What follows belongs to an exercise in optimizing a design on an open flow for small area, a short achievable clock period and few clock cycles; a production flow would make more cautious choices. The RTL was checked by simulation tests, not by an equivalence proof against the original design. Power figures rest on the tool's default switching activity, not on a simulated workload.

lane 1:
## conv_top
module conv_top (
  input  wire logic                     clock,
  input  wire logic                     rst_n,
  input  wire logic                     go,
  output logic                          finish,
  output logic [conv_pkg::IMAGE_ADDR_W-1:0]       image_address,
  output logic                          image_enable,
  input  wire logic [conv_pkg::DATA_W-1:0]        image_data,
  output logic [conv_pkg::FILTER_ADDR_W-1:0]      filter_address,
  output logic                          filter_enable,
  input  wire logic [conv_pkg::DATA_W-1:0]        filter_data,
  output logic [conv_pkg::OUTPUT_ADDR_W-1:0]      output_address,
  output logic [conv_pkg::DATA_W-1:0]             output_data,
  output logic                          output_write
);
==> flow/config.mk <==
export PLATFORM = sky130hd
export DESIGN_NAME = conv_top
export DESIGN_NICKNAME = conv_top
export VERILOG_FILES = /design/flow/design.v
export SDC_FILE = /design/flow/constraint.sdc
export NUM_CORES = 4
export LEC_CHECK = 0
export CAP_MARGIN = 20
export CORE_MARGIN = 2
export CORE_UTILIZATION = 55
export SLEW_MARGIN = 20
export SYNTH_HIERARCHICAL = 1
==> flow/constraint.sdc <==
create_clock -name core_clock -period 11.0 [get_ports {clock}]
set_input_delay 2.2000 -clock core_clock [delete_from_list [all_inputs] [get_ports {clock}]]
set_output_delay 2.2000 -clock core_clock [all_outputs]
set_load 0.01 [all_outputs]
standard.sh (not shown) runs the stock make flow with config.mk's settings and CLKGATE_MAP_FILE= SYNTH_SCRIPT=/design/flow/synth_recipe.tcl, a recipe that flattens the netlist after the stock synthesis.
==> flow/flow/run.sh <==
#!/bin/bash
# Own layout flow: the standard ORFS flow (its standard synthesis
# included) with the settings in flow/params.sh: a setup-slack target for
# the timing repair, buf_2 port buffers and the clock tree options.
# ORFS writes each tool's log under orfs/logs; standard.log has the rest.
set -uo pipefail
source flow/params.sh
bash standard.sh > standard.log 2>&1
==> flow/flow/params.sh <==
export SETUP_SLACK_MARGIN=7.75
export BUFFER_PORTS_ARGS="-buffer_cell sky130_fd_sc_hd__buf_2"
export CTS_ARGS="-sink_clustering_enable -repair_clock_nets -dont_use_dummy_load -sink_clustering_size 30 -sink_clustering_max_diameter 150"
export SETUP_MOVE_SEQUENCE=sizeup,swap
Testbench counts of lane 1, summed over its fixed seeds: cycles 14,208.
Here is what was changed in the inputs of lane 2 compared with lane 1.
Settings: a change of CORE_UTILIZATION from 55 to 70.
==> notes.md <==
- Lane 2 against lane 1: final cell count has decreased, signed area change from the synthesized netlist to the final layout went down 1.5 points.
- Worst hold-check slack delta (lane 2 − lane 1): favourable
- Diff lane 1 -> lane 2: combinational group share of total power decreased 0.3 points, power has decreased, clock power went down by about 2%.
Relative to lane 2, the following input files were edited for lane 3:
Settings: CORE_UTILIZATION: 70 -> 40.
==> flow/flow/params.sh <==
export SETUP_SLACK_MARGIN=7.7
export BUFFER_PORTS_ARGS="-buffer_cell sky130_fd_sc_hd__buf_2"
export CTS_ARGS="-sink_clustering_enable -repair_clock_nets -dont_use_dummy_load -sink_clustering_size 30 -sink_clustering_max_diameter 150"
export SETUP_MOVE_SEQUENCE=sizeup,swap
[summary]
- Between lane 2 and lane 3, the leakage power figure figures differ only marginally.
- Diff lane 2 -> lane 3: power consumption now sits lower; share of power burned in the clock network grew by 0.5 points; met3 track demand over resource decreased 1.8 points; cell count increased 193.
- Delta (lane 3 minus lane 2): routed wire length now larger; multi-input logic portion of the cell area shrank by 1.2 points.
Modified inputs, lane 4 compared to lane 3
Settings: changing CORE_UTILIZATION from 40 to 45.
==> flow/flow/params.sh <==
export SETUP_SLACK_MARGIN=7.75
export BUFFER_PORTS_ARGS="-buffer_cell sky130_fd_sc_hd__buf_2"
export CTS_ARGS="-sink_clustering_enable -repair_clock_nets -dont_use_dummy_load -sink_clustering_size 30 -sink_clustering_max_diameter 150"
export SETUP_MOVE_SEQUENCE=sizeup,swap
[summary]
- In summary, lane 4 completed successfully, with a layout that passed the timing, design-rule and antenna checks.
- Between lane 3 and lane 4, the fraction of cell area in non-clock buffers figures differ only marginally.
- Part of the power in combinational logic: lane 3 and lane 4 compared, higher one is lane 4
- Number of standard-cell rows in the floorplan in lane 4 is about 6% lower than in lane 3
--- input diff lane 4..lane 5 ---
Settings: changing CORE_UTILIZATION from 45 to 40.
==> flow/flow/params.sh <==
export SETUP_SLACK_MARGIN=7.8
export BUFFER_PORTS_ARGS="-buffer_cell sky130_fd_sc_hd__buf_2"
export CTS_ARGS="-sink_clustering_enable -repair_clock_nets -dont_use_dummy_load -sink_clustering_size 30 -sink_clustering_max_diameter 150"
export SETUP_MOVE_SEQUENCE=sizeup,swap
--- outcome ---
[compare] base=lane 4 new=lane 5: net switching power +about 0.45%, full die area has increased.
Lane 4 → lane 5: total design power now larger, setup slack after layout now larger, combinational gate power comparable.
Total of plain and repair buffers excluding clock buffers: lane 5 < lane 4
Comparing worst slack on hold paths for lane 4 and lane 5, the smaller number came from lane 4.


build 12:
Starting RTL as in the previous note.
Settings: LEC_CHECK=0, CAP_MARGIN=20, CORE_MARGIN=2, CORE_UTILIZATION=40, SLEW_MARGIN=20, SYNTH_HIERARCHICAL=1; clock period 11.0 ns.
==> flow/flow/params.sh <==
export SETUP_SLACK_MARGIN=7.75
export BUFFER_PORTS_ARGS="-buffer_cell sky130_fd_sc_hd__buf_2"
export CTS_ARGS="-sink_clustering_enable -repair_clock_nets -dont_use_dummy_load -sink_clustering_size 30 -sink_clustering_max_diameter 150"
export SETUP_MOVE_SEQUENCE=sizeup,swap
export PLACE_DENSITY=0.55
Scripts as last shown in full above: flow/flow/run.sh
Build 12 completed; timing, DRC and antenna clean
Testbench counts of build 12, summed over its fixed seeds: cycles 14,208.
Inputs modified between build 12 and build 27:
Settings: a change of CORE_UTILIZATION from 40 to 60.
diff --git a/flow/flow/params.sh b/flow/flow/params.sh
--- a/flow/flow/params.sh
+++ b/flow/flow/params.sh
@@ -4,2 +4 @@
 export SETUP_MOVE_SEQUENCE=sizeup,swap
-export PLACE_DENSITY=0.55
==> notes.md <==
Build 27: done, clean on timing, DRC and antenna. The lower full die area came out of build 27. The lower net switching power figure of build 27 and build 12 is in build 27. Build 27 vs build 12 on met3 layer wire length in the routed design: build 27 is the higher one. In the reports for build 27 and build 12, the smaller actual slew at the worst max-slew pin belongs to build 27. Share of the final layout cell area in sequential cells was higher in build 27 than in build 12. In the metrics for build 27 and build 12, the one carrying the lower global-route usage is build 12.
Edits applied to the flow inputs when going from build 27 to build 48:
Settings: a change of CORE_UTILIZATION from 60 to 50.
Results
Status | build 48 and build 27 | clean
Synthesized area of build 27 is on par with build 48.
Worst hold slack: build 48 lower than build 27
Delta(fraction of area in multi-input gates, build 48 - build 27) < 0
| part of the total power dissipated in the clock network | build 48 vs build 27 | ≈ equal |
Peak per-stage delay on the critical path in build 48 is 0.14 ns lower than in build 27
Changes observed in build 48 relative to build 27: total power consumption of the routed design went down by about 0.4%, global-route met3 utilization went up by 0.22 points, smallest setup slack after layout went down by 0.0078 ns, effective utilization at floorplan went down by 11 points.


== v24 ==
conv_top again, from the RTL that the note above started with.
==> flow/design.v (excerpt) <==
module conv_top (
  input  wire logic                     clock,
  input  wire logic                     rst_n,
  input  wire logic                     go,
  output logic                          finish,
  output logic [conv_pkg::IMAGE_ADDR_W-1:0]       image_address,
  output logic                          image_enable,
  input  wire logic [conv_pkg::DATA_W-1:0]        image_data,
  output logic [conv_pkg::FILTER_ADDR_W-1:0]      filter_address,
  output logic                          filter_enable,
  input  wire logic [conv_pkg::DATA_W-1:0]        filter_data,
  output logic [conv_pkg::OUTPUT_ADDR_W-1:0]      output_address,
  output logic [conv_pkg::DATA_W-1:0]             output_data,
  output logic                          output_write
);
Settings: LEC_CHECK=0, CAP_MARGIN=20, CORE_MARGIN=2, CORE_UTILIZATION=40, SLEW_MARGIN=20, SYNTH_HIERARCHICAL=1; clock period 11.0 ns.
==> flow/flow/params.sh <==
export SETUP_SLACK_MARGIN=7.7
export BUFFER_PORTS_ARGS="-buffer_cell sky130_fd_sc_hd__buf_2"
export CTS_ARGS="-sink_clustering_enable -repair_clock_nets -dont_use_dummy_load -sink_clustering_size 30 -sink_clustering_max_diameter 150"
Scripts as last shown in full above: flow/flow/run.sh
Testbench counts of v24, summed over its fixed seeds: cycles 14,208.
Relative to v24, the following input files were edited for v5:
# v24
export LEC_CHECK = 0
export CAP_MARGIN = 20
export CORE_MARGIN = 2
export CORE_UTILIZATION = 40
export SLEW_MARGIN = 20
export SYNTH_HIERARCHICAL = 1
create_clock -name core_clock -period 11.0 [get_ports {clock}]
# v5
export LEC_CHECK = 0
export CAP_MARGIN = 20
export CORE_MARGIN = 2
export CORE_UTILIZATION = 50
export CTS_CLUSTER_DIAMETER = 150
export CTS_CLUSTER_SIZE = 30
export SETUP_SLACK_MARGIN = 5
export SLEW_MARGIN = 20
export SYNTH_HIERARCHICAL = 1
create_clock -name core_clock -period 11.0 [get_ports {clock}]
==> flow/run.sh (new file) <==
#!/bin/bash
# synth_recipe.tcl (not shown) runs the flow's synth.tcl, then flattens the netlist and writes it again
# the make line also repeats each setting of config.mk as NAME=value (left out here)
make -C /OpenROAD-flow-scripts/flow DESIGN_CONFIG=/design/flow/config.mk WORK_HOME=/design/flow/orfs CLKGATE_MAP_FILE= SYNTH_SCRIPT=/design/flow/synth_recipe.tcl finish
removed: flow/flow/run.sh
removed: flow/flow/params.sh
removed: flow/standard.sh
Notes after the runs:
Leakage component of the power (lower): v5. v5 against v24: number of logic stages on the critical path including buffering lower, clock network fraction of total power moved up, portion of total power attributed to combinational logic decreased by 0.7 points relative to the old numbers, met3 global-route usage now larger, worst reg-to-reg setup slack decreased 0.49 ns. Final standard cell utilization of the core in v5 is 11 points higher than in v24. On worst hold slack: between v24 and v5, it ends up higher for v5. Total power: v5 vs v24 — no meaningful difference. Compared with v24, v5 shows share of the cycle needed by the critical path after routing higher by 4.4 points. Going from v24 to v5, power drawn by the clock network grows by about 3%.
Modified inputs, v27 compared to v5
# v5
export LEC_CHECK = 0
export CAP_MARGIN = 20
export CORE_MARGIN = 2
export CORE_UTILIZATION = 50
export CTS_CLUSTER_DIAMETER = 150
export CTS_CLUSTER_SIZE = 30
export SETUP_SLACK_MARGIN = 5
export SLEW_MARGIN = 20
export SYNTH_HIERARCHICAL = 1
create_clock -name core_clock -period 11.0 [get_ports {clock}]
# v27
export LEC_CHECK = 0
export CAP_MARGIN = 20
export CORE_MARGIN = 2
export CORE_UTILIZATION = 65
export SLEW_MARGIN = 20
export SYNTH_HIERARCHICAL = 1
create_clock -name core_clock -period 11.0 [get_ports {clock}]
==> flow/flow/run.sh (new file) <==
#!/bin/bash
# Own layout flow: the standard ORFS flow (its standard synthesis
# included) with the settings in flow/params.sh: a setup-slack target for
# the timing repair, buf_2 port buffers and the clock tree options.
# ORFS writes each tool's log under orfs/logs; standard.log has the rest.
set -uo pipefail
source flow/params.sh
bash standard.sh > standard.log 2>&1
==> flow/flow/params.sh (new file) <==
export SETUP_SLACK_MARGIN=7.75
export BUFFER_PORTS_ARGS="-buffer_cell sky130_fd_sc_hd__buf_2"
export CTS_ARGS="-sink_clustering_enable -repair_clock_nets -dont_use_dummy_load -sink_clustering_size 30 -sink_clustering_max_diameter 150"
export SETUP_MOVE_SEQUENCE=sizeup,swap
==> flow/standard.sh (new file) <==
#!/bin/bash
# synth_recipe.tcl (not shown) runs the flow's synth.tcl, then flattens the netlist and writes it again
# the make line also repeats each setting of config.mk as NAME=value (left out here)
make -C /OpenROAD-flow-scripts/flow DESIGN_CONFIG=/design/flow/config.mk WORK_HOME=/design/flow/orfs CLKGATE_MAP_FILE= SYNTH_SCRIPT=/design/flow/synth_recipe.tcl "${@:-finish}"
removed: flow/run.sh
Findings:
- All of v27 and v5 finish clean.
- The non-clock buffer count of v27 is higher than that of v5.
- Sequential fraction of total cell area: v27 vs v5 up 1.5 points
- Of the two values seen for worst setup path startpoint, u_filter_cache.ring[8][5] was produced by v27 and u_tile_mac.dn[6] by v5.
- Taking v5 as the reference point, the global-route usage of v27 rises by 5.0 points.
- Number of diodes, v27 and v5, lower one = v5.
- Combinational share of power came out higher on v27 than on v5.

## what the ideal ports hide
The results above use ideal ports. As a check the final layouts listed here were re-extracted and re-timed, cells and wires unchanged.
Step 1, drivers: a clkbuf_16 drives clock and a buf_2 each remaining input, both assumed.
Step 2 times the ports against the registers' clock, not the clock port: input delays grow and output delays shrink by t, the midpoint of the rising clock arrivals with the driver on.
Slacks: no drivers / after step 1 / after step 2; pairs: no drivers / after step 1.
run	t, ns	setup WS [ns]	latest minus earliest clock arrival (ns)	worst slew at a driven data input, ns
lane 1	0.516	7.757 / 7.755 / 7.757	0.047 / 0.047	0.06
lane 2	0.512	7.783 / 7.749 / 7.783	0.048 / 0.048	0.06
lane 3	0.522	7.716 / 7.716 / 7.716	0.042 / 0.042	0.05
lane 4	0.533	7.737 / 7.737 / 7.737	0.052 / 0.052	0.06
lane 5	0.525	7.787 / 7.774 / 7.787	0.054 / 0.054	0.05
build 12	0.541	7.757 / 7.744 / 7.757	0.051 / 0.052	0.06
build 27	0.519	7.804 / 7.760 / 7.804	0.043 / 0.044	0.05
build 48	0.520	7.797 / 7.745 / 7.807	0.039 / 0.038	0.06
v24	0.521	7.714 / 7.714 / 7.714	0.041 / 0.042	0.05
v5	0.530	7.226 / 7.226 / 7.226	0.029 / 0.029	0.06
v27	0.520	7.776 / 7.759 / 7.776	0.050 / 0.050	0.06
After both steps setup and hold are still met in every run listed.
